From an optimization exercise on the open Yosys and OpenROAD flow, aimed at small area, a short achievable clock period and few clock cycles; shortcuts taken in it are not production practice.
Function not checked in this run: the RTL went through the layout flow alone.
Power is estimated from default activity; no workload was simulated.

$ cat flow/run.sh
#!/bin/bash
# synth_recipe.tcl (not shown) runs the flow's synth.tcl, then flattens the netlist and writes it again
# the make line also repeats each setting of config.mk as NAME=value (left out here)
make -C /OpenROAD-flow-scripts/flow DESIGN_CONFIG=/design/flow/config.mk WORK_HOME=/design/flow/orfs CLKGATE_MAP_FILE= SYNTH_SCRIPT=/design/flow/synth_recipe.tcl finish
$ cat flow/config.mk
export PLATFORM = sky130hd
export DESIGN_NAME = lc4_core
export DESIGN_NICKNAME = lc4_core
export VERILOG_FILES = /design/flow/design.v
export SDC_FILE = /design/flow/constraint.sdc
export NUM_CORES = 4
export LEC_CHECK = 0
export CAP_MARGIN = 20
export CORE_MARGIN = 2
export CORE_UTILIZATION = 40
export SLEW_MARGIN = 20
$ cat flow/constraint.sdc
create_clock -name core_clock -period 4.6 [get_ports {gwe}]
set_input_delay 0.9200 -clock core_clock [delete_from_list [all_inputs] [get_ports {gwe}]]
set_output_delay 0.9200 -clock core_clock [all_outputs]
set_load 0.01 [all_outputs]
$ cat flow/design.v
`timescale 1ns/1ps
`default_nettype none
module lc4_add16 (
  input  wire [15:0] i_a,
  input  wire [15:0] i_b,
  input  wire        i_cin,
  output wire [15:0] o_sum
);
  wire [15:0] p = i_a ^ i_b;
  wire [15:0] g0 = i_a & i_b;
  wire [15:0] gl [0:4];
  wire [15:0] pl [0:4];
  assign gl[0] = {g0[15:1], g0[0] | (p[0] & i_cin)};
  assign pl[0] = p;
  genvar k, i;
  generate
    for (k = 0; k < 4; k = k + 1) begin : lvl
      for (i = 0; i < 16; i = i + 1) begin : bit_
        if (i >= (1 << k)) begin : comb
          assign gl[k+1][i] = gl[k][i] | (pl[k][i] & gl[k][i-(1<<k)]);
          assign pl[k+1][i] = pl[k][i] & pl[k][i-(1<<k)];
        end else begin : pass
          assign gl[k+1][i] = gl[k][i];
          assign pl[k+1][i] = pl[k][i];
        end
      end
    end
  endgenerate
  assign o_sum = p ^ {gl[4][14:0], i_cin};
endmodule
`default_nettype wire
`timescale 1ns/1ps
`default_nettype none
module lc4_core (
  input  wire        gwe,
  input  wire        i_rst_n,
  input  wire [15:0] i_imem_data,
  output wire [15:0] o_imem_addr,
  output wire        o_retire_valid,
  output wire [15:0] o_retire_pc,
  output wire [15:0] o_retire_insn,
  output wire        o_retire_regfile_we,
  output wire [2:0]  o_retire_wsel,
  output wire [15:0] o_retire_result,
  output wire        o_retire_nzp_we,
  output wire [2:0]  o_retire_nzp
);
  localparam [15:0] rst_pc = 16'h8200;
  reg  [15:0] regs [0:7];
  reg  [15:0] pc_q;       
  reg         x_valid;
  reg  [15:0] x_insn;
  reg  [15:0] x_a;        
  reg  [15:0] x_b;        
  reg         x_byp_a;    
  reg         x_byp_b;
  reg         r_valid;
  reg  [15:0] r_pc;
  reg  [15:0] r_insn;
  reg  [15:0] r_result;
  reg  [2:0]  nzp_q;      
  function automatic writes_f(input [15:0] w);
    writes_f = w[15:12] == 4'b1001 || w[15:12] == 4'b0101 ||
               (w[15:12] == 4'b0001 && (w[5] || !w[3]));
  endfunction
  wire       r_writes = r_valid && writes_f(r_insn);
  wire [2:0] r_nzp    = r_result[15] ? 3'b100 : (r_result == 16'd0) ? 3'b010 : 3'b001;
  wire [2:0] nzp      = r_writes ? r_nzp : nzp_q;
  wire        x_writes = x_valid && writes_f(x_insn);
  wire [15:0] a      = x_byp_a ? r_result : x_a;
  wire [15:0] b      = x_byp_b ? r_result : x_b;
  wire        is_sub = !x_insn[5] && x_insn[4];
  wire [15:0] sum;
  lc4_add16 u_add (.i_a(a), .i_b(b ^ {16{is_sub}}), .i_cin(is_sub), .o_sum(sum));
  reg  [15:0] logic_v;
  always @(*) begin
    case ({x_insn[5], x_insn[4:3]})
      3'b001:  logic_v = ~a;
      3'b010:  logic_v = a | b;
      3'b011:  logic_v = a ^ b;
      default: logic_v = a & b;
    endcase
  end
  wire [15:0] x_imm9  = {{7{x_insn[8]}}, x_insn[8:0]};
  wire [15:0] result  = x_insn[15] ? x_imm9 : x_insn[14] ? logic_v : sum;
  wire        x_taken = x_valid && x_insn[15:12] == 4'b0000 && |(x_insn[11:9] & nzp);
  wire [15:0] insn = i_imem_data;
  wire [15:0] imm5 = {{11{insn[4]}}, insn[4:0]};
  wire [2:0]  r_rd = r_insn[11:9];
  wire [15:0] rs_v = (r_writes && r_rd == insn[8:6]) ? r_result : regs[insn[8:6]];
  wire [15:0] rt_v = (r_writes && r_rd == insn[2:0]) ? r_result : regs[insn[2:0]];
  wire [15:0] pc_inc, pc_dec, pc_tgt;
  lc4_add16 u_inc (.i_a(pc_q), .i_b(16'd0),     .i_cin(1'b1), .o_sum(pc_inc));
  lc4_add16 u_dec (.i_a(pc_q), .i_b(16'hffff),  .i_cin(1'b0), .o_sum(pc_dec));
  lc4_add16 u_tgt (.i_a(pc_q), .i_b(x_imm9),    .i_cin(1'b0), .o_sum(pc_tgt));
  assign o_imem_addr = pc_q;
  wire [15:0] wd = i_rst_n ? r_result : 16'd0;   
  integer i;
  always @(posedge gwe) begin
    for (i = 0; i < 8; i = i + 1)
      if (!i_rst_n || (r_writes && r_rd == i)) regs[i] <= wd;
  end
  always @(posedge gwe) begin
    if (!i_rst_n) begin
      pc_q    <= rst_pc;
      x_valid <= 1'b0;
      r_valid <= 1'b0;
      nzp_q   <= 3'b000;
    end else begin
      pc_q    <= x_taken ? pc_tgt : pc_inc;
      x_valid <= !x_taken;
      r_valid <= x_valid;
      nzp_q   <= nzp;
    end
  end
  always @(posedge gwe) begin
    x_insn   <= insn;
    x_a      <= rs_v;
    x_b      <= insn[5] ? imm5 : rt_v;
    x_byp_a  <= x_writes && x_insn[11:9] == insn[8:6];
    x_byp_b  <= x_writes && x_insn[11:9] == insn[2:0] && !insn[5];
    r_pc     <= pc_dec;   
    r_insn   <= x_insn;
    r_result <= result;
  end
  assign o_retire_valid      = r_valid;
  assign o_retire_pc         = r_pc;
  assign o_retire_insn       = r_insn;
  assign o_retire_regfile_we = writes_f(r_insn);
  assign o_retire_wsel       = r_insn[11:9];
  assign o_retire_result     = r_result;
  assign o_retire_nzp_we     = writes_f(r_insn);
  assign o_retire_nzp        = r_nzp;
endmodule
`default_nettype wire
==> flow_metrics.tcl <==
set metrics [dict create \
    cp_max_fo 13 \
    met3_usage 0.0360 \
    worstHoldPathType "reg2reg" \
    grt_use_total 0.217 \
    die_x_um 186 \
    timing.critical_path.from "x_insn[4]" \
    ant_nets 0 \
    gp_congestion 0.866 \
    worstPathArrival_ns 4.08 \
    synth_area_per_cell_um2 10.3 \
    ys_seq_area_frac 0.472 \
    antenna_found_initial 0 \
    yosys_warnings 3 \
    dp_hpwl_um 26100 \
    dr.pass1.iters 7 \
    numPortBuffers 90 \
    grt_setup_unrepaired "false" \
    nets 1437 \
    cts-root-buf "clkbuf_16" \
    maxCapViolCount 0 \
    cp.required_ns 4.97 \
    leakagePower_uw 0.00619 \
    top_usage_layer "met2" \
    syn_inst 1280 \
    final_common_cell "edfxtp_1" \
    vias_per_cell 5.57 \
    start_util 0.405 \
    ctsResizeCount 0 \
    start_kind "register" \
    crit_path_end_kind "register" \
    syn_nets 1361 \
    synth_ff_type "edfxtp_1" \
    clock_sinks 247 \
    clk_pin_slew_ns 0.06 \
    p_sw_uw 1750 \
    grt_util_met2 0.358 \
    hold_viol 0 \
    fin_skew_ns 0.0113 \
    die-area_um2 34400 \
    setup_tns_ns 0 \
    clk-insertion-delay-late_ns 0.53 \
    intPower_uw 4360 \
    syn2layout_area_growth_pct 17.5 \
    r2r_start "x_insn[4]" \
    netlist_area_um2 13200 \
    grt_use_met1 0.300 \
    final_cells 1818 \
    most-common-layout-cells "edfxtp_1, dfxtp_1, nand2_1" \
    path_class "reg2reg" \
    diodes 0 \
    switching_share 0.286 \
    grt_max_degree 37 \
    seqPwrFrac 0.453 \
    power_frac_comb 0.203 \
    fillers 3002 \
    slew_violations 0 \
    gr-total-overflow 0 \
    drcViolationCount 0 \
    ctsLongestPathBuffers 3 \
    setup_viol 0 \
    drt_iter0_markers 961 \
    fin_crit_ns 3.71 \
    wl_per_cell_um 20.5 \
    hold_path.startpoint "x_insn[13]" \
    status "complete, no violations" \
    worst_pin_slew_ns 0.988 \
    grt_pass1_wl_um 57700 \
    ioPinCount 91 \
    synth-edff-count 128 \
    seq_area_um2 6230 \
    fin_crit_sh 0.806 \
    ir_drop_mv 0.224 \
    fmax_mhz 270 \
    htreeDepth 1 \
    cts_setup_buffers 0 \
    cts_tree "done" \
    slew_headroom 0.339 \
    rows 66 \
    clkPwrFrac 0.344 \
    yosys_register_bits 247 \
    placed_cells 1769 \
    grt_pass1_vias 9737 \
    power_density_nw_per_um2 394 \
    cts_buffers 27 \
    cts-hold-fix-buffers 0 \
    wirelength_um 37300 \
    die_h_um 186 \
    vias 10100 \
    multi_input_area_um2 6460 \
    synth.distinct_cells 71 \
    coreArea_um2 32500 \
    drive_gt1_frac 0.108 \
    async_reset_ff_frac 0 \
]
-- cells in the mapped netlist (23+ instances only) --
library cell  count  area [um2]
a21oi_1          72         360
edfxtp_1        128        3840
nor2_1          103         387
inv_1            62         233
a22oi_1          23         173
xor2_1           30         263
mux2i_1          49         490
dfxtp_1         119        2380
o21ai_0          80         400
xnor2_1          46         403
ha_1             61         763
nand2_1         117         439
clkbuf_1         59         221
-- worst max-delay path: stages (launching register included) --
cell and delay [ns]:
dfxtp_1 0.63, nor2b_1 0.27, buf_4 0.29, xnor2_1 0.11, ha_1 0.34, nor2b_1 0.23, o21ai_0 0.17, or2_2 0.33
o221ai_1 0.21, nor4_2 0.09, o31ai_2 0.33, nand2_1 0.09, a21bo_1 0.21, mux2i_1 0.16, a31oi_1 0.09
-- final timing paths --
path | endpoint | slack (ns) | depth (start not counted)
max | r_result[14] | 0.89 | 14
min | r_insn[13] | 0.37 | 0
max reg2reg | r_result[14] | 0.89 | 14
min reg2reg | r_insn[13] | 0.37 | 0
-- routing by layer --
layer,share of wire,wire [um],vias up
met5,0.00097,36,-
met4,0.019,702,2
met3,0.074,2770,50
met2,0.46,17200,372
met1,0.44,16500,4887
li1,-,-,4814
-- power groups by stage --
stage / logic, uW / clock network [uW] / registers, uW
floorplan: 837 / 0 / 2740
global placement: 1210 / 0 / 2810
detailed placement: 1230 / 0 / 2810
CTS: 1230 / 2140 / 2770
global route: 1380 / 2230 / 2790
finish: 1240 / 2100 / 2770
-- layout make-up --
class,count,area share
multi-input cells,886,0.417
repair buffers,126,0.0743
clock inverters,6,0.00379
well taps,442,0.0357
clock buffers,43,0.0515
inverters,68,0.0165
flip-flops and latches,247,0.402
-- stage by stage --
step	util	hold slack [ns]	instance area, um2	worst slack [ns]	total power, uW
floorplan	-	0.344	13200	0.892	3570
global placement	0.450	0.359	14600	1.02	4020
detailed placement	0.450	0.365	14600	0.895	4040
CTS	0.476	0.373	15500	0.898	6140
global route	0.476	0.387	15500	0.549	6400
finish	0.476	0.371	15500	0.891	6110
-- flip-flops by register name, summed over array words and instances, names as in the netlist --
name and cells:
nzp_q 3, pc_q 16, r_insn 16, r_pc 16, r_result 16, r_valid 1, regs 128, x_a 16
x_b 16, x_byp_a 1, x_byp_b 1, x_insn 16, x_valid 1
-- logic make-up (layout without fill, tap and decap cells) --
kind of cell | after synthesis | count (layout) | synth area share
adder cells (fa/ha/maj) | 64 | 64 | 0.0618
buffers and inverters | 147 | 243 | 0.0441
AO/OA/AOI/OAI | 312 | 312 | 0.156
AND/OR/NAND/NOR | 341 | 341 | 0.119
XOR/XNOR | 77 | 77 | 0.0517
multiplexers | 92 | 92 | 0.0950
flip-flops | 247 | 247 | 0.472

[separate check: timing with driven ports]
Ports are ideal in the flow. The routed layout listed here was re-timed in OpenROAD. Step 1 assumes that a clkbuf_16 drives the clock port and a buf_2 every other input. Step 2 adds t to the input delays and takes it off the output delays; t is the mean of the earliest and latest rising clock arrival at the registers after step 1. Input paths then give back, and output paths get back, about the clock's delay inside the block. a / b / c = ideal / step 1 / step 2; a / b = the first two.
t, ns: 0.577
slack for setup (ns): 0.891 / 0.891 / 0.891
latest minus earliest clock arrival (ns): 0.011 / 0.011
worst register clock-pin slew, ns: 0.07 / 0.07
pins driven straight from the clock port: 1
After both steps setup and hold are still met in this run. For this run, drivers alone change the setup slack by 0.000 ns; drivers and shift together by 0.000 ns.
